This is an optimization exercise on Yosys and OpenROAD, whose aim is small area, not a production implementation. Function was checked by simulation only, so behaviour that the tests miss may differ from the original. No activity file was given, so power comes from the tool's default toggle rates.

==> inputs of run F <==
// emtf_core_top
module emtf_core_top
(
	input  logic clk_160,
	input  logic ttc_hard_reset_rx,
	input  logic ttc_l1a_i,
	input  logic ttc_bc0_i,
	input  logic ttc_resync_i,
	input  logic ttc_ev_cnt_reset_i,
	input  logic ttc_or_cnt_reset_i,
	input  logic ttc_mpc_inject_i,
	input  logic ttc_hard_reset_i,
	input  logic mpc_inj_enable_i,
	input  logic local_inject_i,
	output logic ttc_l1a_o,
	output logic ttc_bc0_o,
	output logic ttc_resync_o,
	output logic ttc_ev_cnt_reset_o,
	output logic ttc_or_cnt_reset_o,
	output logic inject_start_o,
	input  emtf_pkg::hr_count_t mpc_link_hr_to_i,
	input  logic                mpc_links_hr_en_i,
	output logic                mpc_links_reset_o,
	input  logic                                         inj_enable_i,
	input  logic [emtf_pkg::INJECT_W-1:0]                inject_data_i,
	input  emtf_pkg::stub_word_t [emtf_pkg::N_STUBS-1:0] mpc_stub_i,
	output logic [emtf_pkg::N_STUBS*emtf_pkg::BW_QL-1:0] lct_ql_o,
	output logic [emtf_pkg::N_STUBS*emtf_pkg::BW_CP-1:0] lct_cp_o,
	output logic [emtf_pkg::N_STUBS*emtf_pkg::BW_WG-1:0] lct_wg_o,
	output logic [emtf_pkg::N_STUBS*emtf_pkg::BW_HS-1:0] lct_hs_o,
	output logic [emtf_pkg::N_STUBS-1:0]                 lct_vf_o,
	input  logic [emtf_pkg::N_TRACKS*emtf_pkg::BW_FPH-1:0]    bt_phi_i,
	input  logic [emtf_pkg::N_TRACKS*emtf_pkg::BW_TH-1:0]     bt_theta_i,
	input  logic [emtf_pkg::N_TRACKS*2*emtf_pkg::BW_FPH-1:0]  bt_delta_ph_i,
	input  logic [emtf_pkg::N_TRACKS*2*emtf_pkg::BW_TH-1:0]   bt_delta_th_i,
	input  logic [emtf_pkg::N_TRACKS*emtf_pkg::BW_RANK-1:0]   bt_rank_i,
	input  logic [emtf_pkg::N_TRACKS*emtf_pkg::BW_PT-1:0]     bt_pt_i,
	input  logic [emtf_pkg::N_TRACKS*emtf_pkg::BW_SEG-1:0]    bt_si_i,
	input  logic [emtf_pkg::N_TRACKS*emtf_pkg::BW_SIGN-1:0]   bt_sign_ph_i,
	input  logic [emtf_pkg::N_TRACKS*emtf_pkg::BW_SIGN-1:0]   bt_sign_th_i,
	input  logic [emtf_pkg::N_TRACKS*emtf_pkg::BW_CP-1:0]     bt_cpattern_i,
	output emtf_pkg::out_word_t word0_o,
	output emtf_pkg::out_word_t word1_o,
	output emtf_pkg::spy_word_t spy_word_o
);
==> flow/config.mk <==
export PLATFORM = sky130hd
export DESIGN_NAME = emtf_core_top
export DESIGN_NICKNAME = emtf_core_top
export VERILOG_FILES = /design/flow/design.v
export SDC_FILE = /design/flow/constraint.sdc
export NUM_CORES = 4
export LEC_CHECK = 0
export CAP_MARGIN = 20
export CORE_AREA = 10 10 410 410
export DIE_AREA = 0 0 420 420
export PLACE_DENSITY = 0.4
export SLEW_MARGIN = 20
==> flow/constraint.sdc <==
create_clock -name core_clock -period 6.25 [get_ports {clk_160}]
set_input_delay 1.2500 -clock core_clock [delete_from_list [all_inputs] [get_ports {clk_160}]]
set_output_delay 1.2500 -clock core_clock [all_outputs]
set_load 0.01 [all_outputs]
run.sh (not shown) runs the stock make flow with config.mk's settings and CLKGATE_MAP_FILE= SYNTH_SCRIPT=/design/flow/synth_recipe.tcl, a recipe that flattens the netlist after the stock synthesis.
==> run D (differences from run F) <==
--- a/flow/design.v
+++ b/flow/design.v
@@ -64,25 +64,16 @@
 		ttc_or = '0;
 		for (int s = 1; s < emtf_pkg::TTC_DEPTH; s++)
 			ttc_or |= ttc_sr[s];
 	end
 	always_ff @(posedge clk_160)
 	begin
-		if (ttc_hard_reset_rx)
-		begin
-			for (int s = 0; s < emtf_pkg::TTC_DEPTH; s++)
-				ttc_sr[s] <= '0;
-			ttc_str <= '0;
-		end
-		else
-		begin
-			ttc_sr[0] <= ttc_raw;
-			for (int s = 1; s < emtf_pkg::TTC_DEPTH; s++)
-				ttc_sr[s] <= ttc_sr[s-1];
-			ttc_str <= ttc_or;
-		end
+		ttc_sr[0] <= ttc_hard_reset_rx ? '0 : ttc_raw;
+		for (int s = 1; s < emtf_pkg::TTC_DEPTH; s++)
+			ttc_sr[s] <= ttc_sr[s-1];
+		ttc_str <= ttc_hard_reset_rx ? '0 : ttc_or;
 	end
 	assign {mpc_inject_str, ttc_or_cnt_reset_o, ttc_ev_cnt_reset_o,
 		ttc_bc0_o, ttc_resync_o, ttc_l1a_o, hard_reset_cmd_o} = ttc_str;
 	assign inject_start_o = (mpc_inject_str && mpc_inj_enable_i) || local_inject_i;
 endmodule
 module link_hr_timer
@@ -93,34 +84,33 @@
 	input  emtf_pkg::hr_count_t mpc_link_hr_to_i,  
 	input  logic                mpc_links_hr_en_i,
 	output logic                mpc_links_reset_o
 );
 	emtf_pkg::hr_count_t hr_cnt;
 	emtf_pkg::hr_count_t hr_cnt_nxt;
+	logic                hr_en_r;
+	logic                hr_cnt_nz;
+	assign hr_cnt_nz = hr_cnt != '0;
 	always_comb
 	begin
 		if (hard_reset_cmd_i)
 			hr_cnt_nxt = mpc_link_hr_to_i;
-		else if (hr_cnt != '0)
+		else if (hr_cnt_nz)
 			hr_cnt_nxt = hr_cnt - emtf_pkg::hr_count_t'(1);
 		else
 			hr_cnt_nxt = hr_cnt;
 	end
 	always_ff @(posedge clk_160)
 	begin
 		if (ttc_hard_reset_rx)
-		begin
-			hr_cnt            <= '0;
-			mpc_links_reset_o <= 1'b0;
-		end
+			hr_cnt <= '0;
 		else
-		begin
-			hr_cnt            <= hr_cnt_nxt;
-			mpc_links_reset_o <= (hr_cnt_nxt != '0) && mpc_links_hr_en_i;  
-		end
+			hr_cnt <= hr_cnt_nxt;
+		hr_en_r <= mpc_links_hr_en_i;
 	end
+	assign mpc_links_reset_o = hr_cnt_nz && hr_en_r;
 endmodule
 module lct_source_sel
 (
 	input  logic clk_160,
 	input  logic ttc_hard_reset_rx,
 	input  logic                                         inj_enable_i,
@@ -129,53 +119,33 @@
 	output logic [emtf_pkg::N_STUBS*emtf_pkg::BW_QL-1:0] lct_ql_o,
 	output logic [emtf_pkg::N_STUBS*emtf_pkg::BW_CP-1:0] lct_cp_o,
 	output logic [emtf_pkg::N_STUBS*emtf_pkg::BW_WG-1:0] lct_wg_o,
 	output logic [emtf_pkg::N_STUBS*emtf_pkg::BW_HS-1:0] lct_hs_o,
 	output logic [emtf_pkg::N_STUBS-1:0]                 lct_vf_o
 );
-	logic [emtf_pkg::CHAMBER_W-1:0] chamber [emtf_pkg::LCT_STATIONS*emtf_pkg::LCT_CHAMBERS];
-	emtf_pkg::stub_word_t           sel_stub [emtf_pkg::N_STUBS];
+	emtf_pkg::stub_word_t sel_stub [emtf_pkg::N_STUBS];
 	always_comb
 	begin
-		for (int st = 0; st < emtf_pkg::LCT_STATIONS; st++)
-		begin
-			for (int ch = 0; ch < emtf_pkg::LCT_CHAMBERS; ch++)
-			begin
-				chamber[st*emtf_pkg::LCT_CHAMBERS+ch] =
-					inject_data_i[(st*emtf_pkg::LCT_CHAMBERS+ch)*emtf_pkg::CHAMBER_W +: emtf_pkg::CHAMBER_W];
-				for (int sg = 0; sg < emtf_pkg::SEG_CH; sg++)  
-				begin
-					sel_stub[(st*emtf_pkg::LCT_CHAMBERS+ch)*emtf_pkg::SEG_CH+sg] = inj_enable_i ?
-						chamber[st*emtf_pkg::LCT_CHAMBERS+ch][sg*emtf_pkg::STUB_W +: emtf_pkg::STUB_W] :
-						mpc_stub_i[(st*emtf_pkg::LCT_CHAMBERS+ch)*emtf_pkg::SEG_CH+sg];
-				end
-			end
-		end
+		for (int i = 0; i < emtf_pkg::N_STUBS; i++)
+			sel_stub[i] = inj_enable_i ? inject_data_i[i*emtf_pkg::STUB_W +: emtf_pkg::STUB_W] : mpc_stub_i[i];
 	end
 	always_ff @(posedge clk_160)
 	begin
-		if (ttc_hard_reset_rx)
-		begin
-			lct_ql_o <= '0;
-			lct_cp_o <= '0;
-			lct_wg_o <= '0;
-			lct_hs_o <= '0;
-			lct_vf_o <= '0;
-		end
-		else
+		for (int i = 0; i < emtf_pkg::N_STUBS; i++)
 		begin
-			for (int i = 0; i < emtf_pkg::N_STUBS; i++)
-			begin
-				lct_ql_o[i*emtf_pkg::BW_QL +: emtf_pkg::BW_QL] <= sel_stub[i][emtf_pkg::QL_LSB +: emtf_pkg::BW_QL];
-				lct_cp_o[i*emtf_pkg::BW_CP +: emtf_pkg::BW_CP] <= sel_stub[i][emtf_pkg::CP_LSB +: emtf_pkg::BW_CP];
-				lct_wg_o[i*emtf_pkg::BW_WG +: emtf_pkg::BW_WG] <= sel_stub[i][emtf_pkg::WG_LSB +: emtf_pkg::BW_WG];
-				lct_hs_o[i*emtf_pkg::BW_HS +: emtf_pkg::BW_HS] <= sel_stub[i][emtf_pkg::HS_LSB +: emtf_pkg::BW_HS];
-				lct_vf_o[i] <= sel_stub[i][emtf_pkg::QL_LSB +: emtf_pkg::BW_QL] != '0;  
-			end
+			lct_ql_o[i*emtf_pkg::BW_QL +: emtf_pkg::BW_QL] <= sel_stub[i][emtf_pkg::QL_LSB +: emtf_pkg::BW_QL];
+			lct_cp_o[i*emtf_pkg::BW_CP +: emtf_pkg::BW_CP] <= sel_stub[i][emtf_pkg::CP_LSB +: emtf_pkg::BW_CP];
+			lct_wg_o[i*emtf_pkg::BW_WG +: emtf_pkg::BW_WG] <= sel_stub[i][emtf_pkg::WG_LSB +: emtf_pkg::BW_WG];
+			lct_hs_o[i*emtf_pkg::BW_HS +: emtf_pkg::BW_HS] <= sel_stub[i][emtf_pkg::HS_LSB +: emtf_pkg::BW_HS];
 		end
 	end
+	always_comb
+	begin
+		for (int i = 0; i < emtf_pkg::N_STUBS; i++)
+			lct_vf_o[i] = lct_ql_o[i*emtf_pkg::BW_QL +: emtf_pkg::BW_QL] != '0;
+	end
 endmodule
 module track_word_serializer
 (
 	input  logic clk_160,
 	input  logic ttc_hard_reset_rx,
 	input  logic [emtf_pkg::N_TRACKS*emtf_pkg::BW_FPH-1:0]    bt_phi_i,
@@ -189,65 +159,69 @@
 	input  logic [emtf_pkg::N_TRACKS*emtf_pkg::BW_SIGN-1:0]   bt_sign_th_i,
 	input  logic [emtf_pkg::N_TRACKS*emtf_pkg::BW_CP-1:0]     bt_cpattern_i,
 	output emtf_pkg::out_word_t word0_o,
 	output emtf_pkg::out_word_t word1_o,
 	output emtf_pkg::spy_word_t spy_word_o
 );
-	emtf_pkg::out_word_t frame_w0 [emtf_pkg::N_FRAMES];
-	emtf_pkg::out_word_t frame_w1 [emtf_pkg::N_FRAMES];
+	localparam int W1_W = emtf_pkg::BW_PT + emtf_pkg::BW_SEG + 2*emtf_pkg::BW_SIGN + emtf_pkg::BW_CP;
+	emtf_pkg::out_word_t     track_w0 [emtf_pkg::N_TRACKS];
+	logic [W1_W-1:0]         track_w1 [emtf_pkg::N_TRACKS];
+	logic [emtf_pkg::N_TRACKS-1:0] take;  
 	logic [$clog2(emtf_pkg::N_FRAMES)-1:0] frame;
-	emtf_pkg::spy_word_t spy_r;
-	emtf_pkg::spy_word_t spy_rr;
+	emtf_pkg::out_word_t     w0_nxt;
+	logic [W1_W-1:0]         w1_nxt;
+	logic [W1_W-1:0]         word1_r;
+	emtf_pkg::spy_word_t     spy_r;
+	emtf_pkg::spy_word_t     spy_rr;
 	always_comb
 	begin
-		for (int t = 0; t < emtf_pkg::N_FRAMES; t++)
-		begin
-			frame_w0[t] = '0;  
-			frame_w1[t] = '0;
-		end
 		for (int t = 0; t < emtf_pkg::N_TRACKS; t++)
 		begin
-			frame_w0[t] = {
+			track_w0[t] = {
 				bt_rank_i[t*emtf_pkg::BW_RANK +: emtf_pkg::BW_RANK],
 				bt_delta_th_i[(2*t+1)*emtf_pkg::BW_TH +: emtf_pkg::BW_TH],
 				bt_delta_th_i[2*t*emtf_pkg::BW_TH +: emtf_pkg::BW_TH],
 				bt_theta_i[t*emtf_pkg::BW_TH +: emtf_pkg::BW_TH],
 				bt_delta_ph_i[(2*t+1)*emtf_pkg::BW_FPH +: emtf_pkg::BW_FPH],
 				bt_delta_ph_i[2*t*emtf_pkg::BW_FPH +: emtf_pkg::BW_FPH],
 				bt_phi_i[t*emtf_pkg::BW_FPH +: emtf_pkg::BW_FPH]
 			};
-			frame_w1[t] = emtf_pkg::out_word_t'({
+			track_w1[t] = {
 				bt_pt_i[t*emtf_pkg::BW_PT +: emtf_pkg::BW_PT],
 				bt_si_i[t*emtf_pkg::BW_SEG +: emtf_pkg::BW_SEG],
 				bt_sign_th_i[t*emtf_pkg::BW_SIGN +: emtf_pkg::BW_SIGN],
 				bt_sign_ph_i[t*emtf_pkg::BW_SIGN +: emtf_pkg::BW_SIGN],
 				bt_cpattern_i[t*emtf_pkg::BW_CP +: emtf_pkg::BW_CP]
-			});
+			};
 		end
 	end
-	always_ff @(posedge clk_160)
+	always_comb
 	begin
-		if (ttc_hard_reset_rx)
+		for (int t = 0; t < emtf_pkg::N_TRACKS; t++)
+			take[t] = (frame == t) && !ttc_hard_reset_rx;
+		w0_nxt = '0;
+		w1_nxt = '0;
+		for (int t = 0; t < emtf_pkg::N_TRACKS; t++)
 		begin
-			frame      <= '0;
-			word0_o    <= '0;
-			word1_o    <= '0;
-			spy_r      <= '0;
-			spy_rr     <= '0;
-			spy_word_o <= '0;
+			w0_nxt |= track_w0[t] & {emtf_pkg::OUT_W{take[t]}};
+			w1_nxt |= track_w1[t] & {W1_W{take[t]}};
 		end
+	end
+	always_ff @(posedge clk_160)
+	begin
+		if (ttc_hard_reset_rx)
+			frame <= '0;
 		else
-		begin
-			word0_o    <= frame_w0[frame];
-			word1_o    <= frame_w1[frame];
-			frame      <= frame + 1'b1;  
-			spy_r      <= {word1_o, word0_o};
-			spy_rr     <= spy_r;
-			spy_word_o <= spy_rr;
-		end
+			frame <= frame + 1'b1;  
+		word0_o    <= w0_nxt;
+		word1_r    <= w1_nxt;
+		spy_r      <= {word1_o, word0_o};
+		spy_rr     <= spy_r;
+		spy_word_o <= spy_rr;
 	end
+	assign word1_o = emtf_pkg::out_word_t'(word1_r);  
 endmodule
 module emtf_core_top
 (
 	input  logic clk_160,
 	input  logic ttc_hard_reset_rx,
 	input  logic ttc_l1a_i,
==> flow/flow/run.sh (new file) <==
#!/bin/bash
# The standard layout, with the ports buffered by the smallest buffer
# and non-critical cells downsized after global routing.
set -euo pipefail
export BUFFER_PORTS_ARGS="-buffer_cell sky130_fd_sc_hd__buf_1"
export RECOVER_POWER=100
bash standard.sh finish > standard.log 2>&1
==> flow/standard.sh (new file) <==
#!/bin/bash
# synth_recipe.tcl (not shown) runs the flow's synth.tcl, then flattens the netlist and writes it again
# the make line also repeats each setting of config.mk as NAME=value (left out here)
make -C /OpenROAD-flow-scripts/flow DESIGN_CONFIG=/design/flow/config.mk WORK_HOME=/design/flow/orfs CLKGATE_MAP_FILE= SYNTH_SCRIPT=/design/flow/synth_recipe.tcl "${@:-finish}"
--- a/flow/config.mk
+++ b/flow/config.mk
@@ -4,9 +4,10 @@
 export VERILOG_FILES = /design/flow/design.v
 export SDC_FILE = /design/flow/constraint.sdc
 export NUM_CORES = 4
 export LEC_CHECK = 0
 export CAP_MARGIN = 20
 export CORE_AREA = 10 10 410 410
+export CTS_BUF_LIST = sky130_fd_sc_hd__clkbuf_4 sky130_fd_sc_hd__clkbuf_8
 export DIE_AREA = 0 0 420 420
 export PLACE_DENSITY = 0.4
 export SLEW_MARGIN = 20
removed: flow/run.sh
==> run summary <==
- In run F the area after synthesis is larger than in run D, by 20%.
- Between run F and run D, the lower hold slack is in run D (gap 100 ps).
- Of run F and run D, run F has the higher clock skew (gap 7.1 ps).
- Between run D and run F, the lower combinational power is in run D (gap about 50%, measured against run F).
- Run D completed and failed the layout checks on capacitance limit, slew limit. Run F finished with timing, DRC and antenna clean.

[static timing again, ports no longer ideal]
How much do the figures lean on ideal ports? The routed layouts below were timed once more, with nothing changed but the port constraints. Step 1 sets driving cells, clkbuf_16 on the clock port and buf_2 on the other inputs (assumed; they add their load-dependent delay and slew). Step 2 adds t to the input delays and takes it off the output delays; t is the mean of the earliest and latest rising clock arrival at the registers after step 1. Input paths then give back, and output paths get back, about the clock's delay inside the block. a / b / c = ideal ports / drivers / drivers and shift; a / b = the first two.
run	t (ns)	setup slack, ns	pins driven straight from the clock port
run F	0.755	2.518 / 2.485 / 2.485	1
run D	0.891	1.107 / 1.152 / 0.260	1
The setup slack of run D, which loses most, moves by +0.045 ns with the drivers and by -0.847 ns with both steps.
